This is an optimization exercise on Yosys and OpenROAD, whose aim is small area, a short achievable clock period and few clock cycles, not a production implementation. The RTL of this run was laid out without a check of its function. Power figures rest on the tool's default switching activity, not on a simulated workload.

$ cat design/flow/constraint.sdc
create_clock -name core_clock -period 5.0 [get_ports {clk}]
set_input_delay 1.0000 -clock core_clock [delete_from_list [all_inputs] [get_ports {clk}]]
set_output_delay 1.0000 -clock core_clock [all_outputs]
set_load 0.01 [all_outputs]
$ cat design/flow/config.mk
export PLATFORM = sky130hd
export DESIGN_NAME = dpram_top
export DESIGN_NICKNAME = dpram_top
export VERILOG_FILES = /design/flow/design.v
export SDC_FILE = /design/flow/constraint.sdc
export NUM_CORES = 4
export LEC_CHECK = 0
export CAP_MARGIN = 20
export CORE_MARGIN = 2
export CORE_UTILIZATION = 45
export PLACE_DENSITY = 0.6
export SETUP_SLACK_MARGIN = 2.5
export SLEW_MARGIN = 20
export SYNTH_HIERARCHICAL = 1
$ cat design/flow/run.sh
#!/bin/bash
# synth_recipe.tcl (not shown) runs the flow's synth.tcl, then flattens the netlist and writes it again
# the make line also repeats each setting of config.mk as NAME=value (left out here)
make -C /OpenROAD-flow-scripts/flow DESIGN_CONFIG=/design/flow/config.mk WORK_HOME=/design/flow/orfs CLKGATE_MAP_FILE= SYNTH_SCRIPT=/design/flow/synth_recipe.tcl finish
$ cat design/flow/design.v
`default_nettype none
package dpram_pkg;
    typedef logic [32-1:0] word_t;
    typedef logic [7-1:0] addr_t;
    typedef logic [6-1:0] bank_addr_t;
    typedef enum logic [1:0] {
        RSP_EMPTY = 2'd0,
        RSP_ONE   = 2'd1,
        RSP_TWO   = 2'd2
    } rsp_state_e;
endpackage
`default_nettype wire
`timescale 1ns/1ns
`default_nettype none
module dpram_word (
    input  wire                 clk,
    input  wire                 sel_n,
    input  dpram_pkg::word_t    mask_n,
    input  dpram_pkg::word_t    wdata,
    output dpram_pkg::word_t    q
);
    always_ff @(posedge clk) begin
        for (int b = 0; b < 32; b++) begin
            if (!(sel_n || mask_n[b])) begin
                q[b] <= wdata[b];
            end
        end
    end
endmodule
module dpram_aoi22 (
    input  wire                 sa,
    input  dpram_pkg::word_t    a,
    input  wire                 sb,
    input  dpram_pkg::word_t    b,
    output dpram_pkg::word_t    y_n
);
    assign y_n = ~(({32{sa}} & a) | ({32{sb}} & b));
endmodule
module dpram_nand4 (
    input  dpram_pkg::word_t    a,
    input  dpram_pkg::word_t    b,
    input  dpram_pkg::word_t    c,
    input  dpram_pkg::word_t    d,
    output dpram_pkg::word_t    y
);
    assign y = ~(a & b & c & d);
endmodule
module dpram_nor4 (
    input  dpram_pkg::word_t    a,
    input  dpram_pkg::word_t    b,
    input  dpram_pkg::word_t    c,
    input  dpram_pkg::word_t    d,
    output dpram_pkg::word_t    y
);
    assign y = ~(a | b | c | d);
endmodule
module dpram_bank (
    input  wire                     clk,
    input  wire                     we,
    input  dpram_pkg::addr_t        wr_addr,
    input  dpram_pkg::word_t        wr_data,
    input  dpram_pkg::word_t        wr_mask,   
    input  dpram_pkg::addr_t        rd_addr,
    output dpram_pkg::word_t        rd_data
);
    localparam int DEPTH = 2 ** 7;
    logic [DEPTH-1:0]  wsel_n;
    logic [DEPTH-1:0]  rsel;
    dpram_pkg::word_t  mask_n;
    dpram_pkg::word_t  q    [0:DEPTH-1];
    dpram_pkg::word_t  l1_n [0:DEPTH/2-1];    
    dpram_pkg::word_t  l2   [0:DEPTH/8-1];    
    dpram_pkg::word_t  l3_n [0:DEPTH/32-1];   
    assign mask_n = ~wr_mask;
    always_comb begin
        for (int w = 0; w < DEPTH; w++) begin
            wsel_n[w] = !(we && (wr_addr == dpram_pkg::addr_t'(w)));
            rsel[w]   = (rd_addr == dpram_pkg::addr_t'(w));
        end
    end
    for (genvar w = 0; w < DEPTH; w++) begin : g_word
        dpram_word u_word (
            .clk    (clk),
            .sel_n  (wsel_n[w]),
            .mask_n (mask_n),
            .wdata  (wr_data),
            .q      (q[w])
        );
    end
    for (genvar i = 0; i < DEPTH/2; i++) begin : g_l1
        dpram_aoi22 u_aoi (
            .sa  (rsel[2*i]),
            .a   (q[2*i]),
            .sb  (rsel[2*i+1]),
            .b   (q[2*i+1]),
            .y_n (l1_n[i])
        );
    end
    for (genvar i = 0; i < DEPTH/8; i++) begin : g_l2
        dpram_nand4 u_nand (
            .a (l1_n[4*i]),
            .b (l1_n[4*i+1]),
            .c (l1_n[4*i+2]),
            .d (l1_n[4*i+3]),
            .y (l2[i])
        );
    end
    for (genvar i = 0; i < DEPTH/32; i++) begin : g_l3
        dpram_nor4 u_nor (
            .a (l2[4*i]),
            .b (l2[4*i+1]),
            .c (l2[4*i+2]),
            .d (l2[4*i+3]),
            .y (l3_n[i])
        );
    end
    dpram_nand4 u_l4 (
        .a (l3_n[0]),
        .b (l3_n[1]),
        .c (l3_n[2]),
        .d (l3_n[3]),
        .y (rd_data)
    );
endmodule
`default_nettype wire
`timescale 1ns/1ns
`default_nettype none
module dpram_req_decode (
    input  wire   clk,
    input  wire   rst_n,
    input  wire   wr_valid,
    output logic  wr_ready,
    input  wire   rd_req_valid,
    output logic  rd_req_ready,
    input  wire   rsp_full_nxt,  
    output logic  wr_fire,
    output logic  rd_fire
);
    logic run_q;    
    logic rdy_q;    
    always_ff @(posedge clk or negedge rst_n) begin
        if (!rst_n) begin
            run_q <= 1'b0;
            rdy_q <= 1'b0;
        end else begin
            run_q <= 1'b1;
            rdy_q <= !rsp_full_nxt;
        end
    end
    assign wr_ready     = run_q;
    assign rd_req_ready = rdy_q;
    assign wr_fire      = wr_valid && run_q;
    assign rd_fire      = rd_req_valid && rdy_q;
endmodule
`default_nettype wire
`timescale 1ns/1ns
`default_nettype none
module dpram_read_merge (
    input  wire                 clk,
    input  wire                 rst_n,
    input  wire                 rd_fire,
    input  dpram_pkg::word_t    rd_word,        
    output logic                rd_rsp_valid,
    output dpram_pkg::word_t    rd_rsp_data,
    input  wire                 rd_rsp_ready,
    output logic                rsp_full_nxt
);
    logic             head_v;
    logic             tail_v;
    logic             tail_v_nxt;
    dpram_pkg::word_t head;
    dpram_pkg::word_t tail;
    logic             pop;
    logic             load_head;
    logic             load_tail;
    assign pop = head_v && rd_rsp_ready;
    assign load_head  = (pop && tail_v) || (rd_fire && (!head_v || pop));
    assign load_tail  = rd_fire && head_v && !(pop && !tail_v);
    assign tail_v_nxt = load_tail || (tail_v && !pop);
    always_ff @(posedge clk or negedge rst_n) begin
        if (!rst_n) begin
            head_v <= 1'b0;
            tail_v <= 1'b0;
        end else begin
            head_v <= rd_fire || tail_v || (head_v && !pop);
            tail_v <= tail_v_nxt;
        end
    end
    always_ff @(posedge clk) begin
        if (load_head) begin
            head <= tail_v ? tail : rd_word;
        end
        if (load_tail) begin
            tail <= rd_word;
        end
    end
    assign rd_rsp_valid = head_v;
    assign rd_rsp_data  = head;
    assign rsp_full_nxt = tail_v_nxt;
endmodule
`default_nettype wire
`timescale 1ns/1ns
`default_nettype none
module dpram_top (
    input  wire                 clk,
    input  wire                 rst_n,
    input  wire                 wr_valid,
    input  dpram_pkg::addr_t    wr_addr,
    input  dpram_pkg::word_t    wr_data,
    input  dpram_pkg::word_t    wr_mask,
    output logic                wr_ready,
    input  wire                 rd_req_valid,
    input  dpram_pkg::addr_t    rd_req_addr,
    output logic                rd_req_ready,
    output logic                rd_rsp_valid,
    output dpram_pkg::word_t    rd_rsp_data,
    input  wire                 rd_rsp_ready
);
    logic             wr_fire;
    logic             rd_fire;
    logic             rsp_full_nxt;
    dpram_pkg::word_t rd_word;
    dpram_req_decode u_decode (
        .clk          (clk),
        .rst_n        (rst_n),
        .wr_valid     (wr_valid),
        .wr_ready     (wr_ready),
        .rd_req_valid (rd_req_valid),
        .rd_req_ready (rd_req_ready),
        .rsp_full_nxt (rsp_full_nxt),
        .wr_fire      (wr_fire),
        .rd_fire      (rd_fire)
    );
    dpram_bank u_bank (
        .clk     (clk),
        .we      (wr_fire),
        .wr_addr (wr_addr),
        .wr_data (wr_data),
        .wr_mask (wr_mask),
        .rd_addr (rd_req_addr),
        .rd_data (rd_word)
    );
    dpram_read_merge u_merge (
        .clk          (clk),
        .rst_n        (rst_n),
        .rd_fire      (rd_fire),
        .rd_word      (rd_word),
        .rd_rsp_valid (rd_rsp_valid),
        .rd_rsp_data  (rd_rsp_data),
        .rd_rsp_ready (rd_rsp_ready),
        .rsp_full_nxt (rsp_full_nxt)
    );
endmodule
`default_nettype wire
==> summary.txt <==
==> timing repair <==
| action | in CTS | in global routing |
|---|---|---|
| resized for setup | 786 | 127 |
| pin swaps | 274 | 127 |
| hold buffers | 0 | 0 |
| buffers inserted | 348 | 100 |
| setup endpoints to repair | 3631 | 1557 |
| hold endpoints to repair | 0 | 0 |
| cloned | 68 | 3 |
==> per-layer routing <==
| layer | routed length [um] | part of all wire (%) |
|---|---|---|
| met1 | 227000 | 35 |
| met2 | 285000 | 44 |
| met3 | 91500 | 14 |
| met4 | 48000 | 7.4 |
| met5 | 450 | 0.069 |
==> worst reg2reg max path, stage by stage, from the launching register on <==
cell      delay [ns]
edfxtp_1        0.37
a22oi_1         0.23
nand4_1         0.54
nor4_4          0.93
nand4_1         0.22
mux2_4          0.33
==> Yosys stat by module (local to each module, per instance), a selection <==
module,flops+latches,cells,cell area (um2)
dpram_aoi22,0,38,289
dpram_nand4,0,32,200
dpram_read_merge,66,113,2540
dpram_bank,0,426,2250
dpram_word,32,67,1110
dpram_req_decode,2,6,70.1
dpram_nor4,0,32,400
==> power by group through the flow <==
stage          registers [uW]  logic (uW)  clock network, uW
4_1_cts                 39000        3780              31200
5_1_grt                 39000        4020              32500
2_1_floorplan           39500        1120                  0
6_report                39000        4000              31100
3_3_place_gp            39700        3440                  0
3_5_place_dp            39700        3520                  0
==> worst paths after layout <==
path                                               startpoint                            end  cells after the start
worst max-delay path                           rd_req_addr[1]                u_merge.head[2]                     14
worst min-delay path                                    rst_n                 u_merge.head_v                      1
worst max register to register  u_bank.g_word[60].u_word.q[3]                u_merge.head[3]                      5
worst min register to register               u_merge.tail[11]               u_merge.head[11]                      1
max in group asynchronous                               rst_n                 u_merge.tail_v                      1
min in group core_clock                            wr_data[6]  u_bank.g_word[49].u_word.q[6]                      1
==> logic make-up (layout without fill, tap and decap cells) <==
group           after synthesis  after routing  synth area share (%)
other cells                   1             22               0.00219
flops                      4164           4164                  73.1
compound gates             2051           2051                  9.00
mux                          32             32                 0.268
simple gates               5109           5153                  13.0
buf+inv                     868           2084                  4.64
==> layout make-up <==
class                           count  area, um2  area share (%)
Tap cell                         5016       6280            3.14
Clock buffer                      517      11000            5.52
Inverter                           34        248           0.124
Multi-Input combinational cell   7237      41200            20.6
Sequential cell                  4164     125000            62.5
Timing Repair inverter              4       22.5          0.0113
Clock inverter                    236       2240            1.12
Antenna cell                       21       52.6          0.0263
Timing Repair Buffer             1293      14000            6.99
==> metrics by stage <==
step	hold slack, ns	std cells	worst slack, ns
6_report	0.209	18500	1.40
5_1_grt	0.224	18500	1.47
4_1_cts	0.175	18400	1.61
3_5_place_dp	0.535	17200	-0.724
3_3_place_gp	0.539	17200	-1.03
2_1_floorplan	0.523	12200	2.07
==> Yosys cell counts (6+ instances only) <==
| cell type | n | area share [%] |
|---|---|---|
| a22oi_1 | 2048 | 9.0 |
| mux2_4 | 26 | 0.23 |
| and4b_1 | 12 | 0.070 |
| clkbuf_1 | 27 | 0.059 |
| and4bb_2 | 11 | 0.080 |
| nand2_1 | 98 | 0.22 |
| nor2_2 | 16 | 0.059 |
| nor4b_2 | 7 | 0.061 |
| buf_2 | 220 | 0.64 |
| edfxtp_1 | 4160 | 73 |
| nor2_1 | 4214 | 9.2 |
| nand4_1 | 553 | 2.0 |
| nor2b_1 | 7 | 0.026 |
| mux2_2 | 6 | 0.039 |
| nand3_1 | 25 | 0.073 |
| nand4bb_1 | 6 | 0.039 |
| inv_1 | 34 | 0.075 |
| nor4_2 | 129 | 0.94 |
| buf_6 | 582 | 3.8 |
==> registers in the layout, indices dropped and copies added, names as in the netlist <==
signal and cells:
u_bank.g_word.u_word.q 4096, u_decode.rdy_q 1, u_decode.run_q 1, u_merge.head 32, u_merge.head_v 1, u_merge.tail 32, u_merge.tail_v 1
==> results by group <==
Timing
  • Max Freq: 0.278 GHz
  • Rel. slew slack: 11.9%
  • Fin Clk Skew: 0.0591 ns
  • Pins Over Slew Limit: 0
  • Setup tns final: 0 ns
  • Min cycle time layout: 3.60 ns
  • Tcrit/Tclk final: 72.1%
  • Tightest Pin Transition: 1.32 ns
  • RSZ-0062 raised after global routing: yes
  • Setup violations, final: 0
  • Hold Fails Final Rpt: 0

Critical path
  • R2R setup slack: 2.14 ns
  • Crit-path max cell delay: 0.56 ns
  • Worst path required time: 5.76 ns
  • Critical path's slowest cell: nor4_4
  • Critical path class: primary input to flop
  • Worst EP arrival: 4.36 ns
  • Crit path max fanout: 15
  • Largest delay share family, worst path: buffers and inverters
  • Buf/Inv on CP: 7
  • Crit path launch type: primary input
  • Worst-path cell chain: buf_12 > buf_12 > nand4b_1 > buf_12 > buf_4 > nor2_4 > buf_4 > a22oi_1 > nand4_1 > buf_4 > nor4_4 > clkbuf_16 > nand4_1 > mux2_4
  • CP endpoint kind: flop

Routing
  • Routed Antenna Nets: 0
  • Routed via count: 121k
  • Drt drc: 0
  • Total wire length: 652000 um
  • Vias/cell: 6.56
  • Starting DRC count in detailed routing: 21.8k
  • DR WL/cell: 35.2 um
  • DR pass1 iterations: 9

Status
  • Status: no timing/DRC/antenna violations

CTS
  • Clk slew on worst S/H paths: 0.06 ns
  • Clk buf depth: 4
  • Htree depth: 5
  • Clk sinks: 4164
  • Root buffer cell: clkbuf_16
  • TritonCTS buffer count: 418
  • Worst skew pair latency: 1.02 ns
  • CTS tree: yes

Floorplanning
  • Die area: 385000 um2
  • Die width: 621 um
  • Row count: 226
  • Initial Util: 45.2%
  • Die span in y: 621 um
  • I/O pin cnt: 118
  • Core footprint: 379000 um2

Finish
  • Final nets: 13.2k
  • Most frequent cells in the layout: edfxtp_1 (4160), nor2_1 (4101), a22oi_1 (1872)
  • Area Overhead vs Synth: 17.0%
  • Share of cells above drive strength 1: 17.9%
  • Final Util: 52.8%
  • Filler instances: 30.9k
  • Final Cell Area: 200000 um2
  • Commonest non-fill, non-tap cell in the layout: edfxtp_1

Synthesis
  • Top FF cell, synth: edfxtp_1
  • Cells after Synth: 12.2k
  • Synth Net Count: 12.3k
  • FF+latch count, synth: 4164
  • Ys async rst share: 0.0961%
  • Synth warnings: 14
  • Post-synth cell types: 38
  • Mapped cell area: 171000 um2
  • Post-synth EDFFs: 4160
  • Post-Syn Area per Cell: 14.0 um2
  • Register area share after synthesis: 73.1%

Power
  • Switching portion of total power: 22.8%
  • Internal power: 57200 uW
  • P_sw: 16900 uW
  • Comb power frac: 5.4%
  • P_leak: 0.0668 uW
  • Total power: 74100 uW
  • Maximum VDD drop: 0.000287 V
  • Clock share of power: 42.0%
  • Power Density: 370 nW/um2
  • Seq pwr share: 52.6%

GRT
  • Gr busiest metal: met2
  • Met1 usage: 43.4%
  • GR Overflow Total: 0
  • GRT met2 Usage: 49.3%
  • GR Util met3: 8.24%
  • Antenna violations before repair: 51
  • GR Util All Layers: 33.0%
  • First-pass GRT wire length: 885000 um
  • Number of global-route vias before repair: 114k
  • Largest net degree at the start of global routing: 129

Min path
  • Worst Hold Class: primary input to asynchronous set/reset pin

Placed design
  • Post-DP Area: 178000 um2
  • PortBufs: 117
  • Routability congestion estimate: 0.924
  • Detailed Place HPWL: 370000 um

Run
  • Max Cap Viol: 0

separate check: timing with driven ports:
How much do the figures lean on ideal ports? The routed layout below was timed once more, with nothing changed but the port constraints. Step 1 sets driving cells, clkbuf_16 on the clock port and buf_2 on the other inputs (assumed; they add their load-dependent delay and slew). Step 2, shift: input delay + t, output delay - t, t = (earliest + latest rising clock arrival at the registers) / 2. This alone moves slack from input paths to output paths. Three values: ideal ports, drivers, drivers and shift; two values: the first two.
t (ns): 1.094
setup WS [ns]: 1.396 / 1.436 / 0.342
worst register clock-pin slew, ns: 0.07 / 0.07
worst slew at a driven data input, ns: 0.14
cell pins on the clock port's net: 1
After both steps setup and hold are still met in this run. For this run, drivers alone change the setup slack by +0.040 ns; drivers and shift together by -1.054 ns.
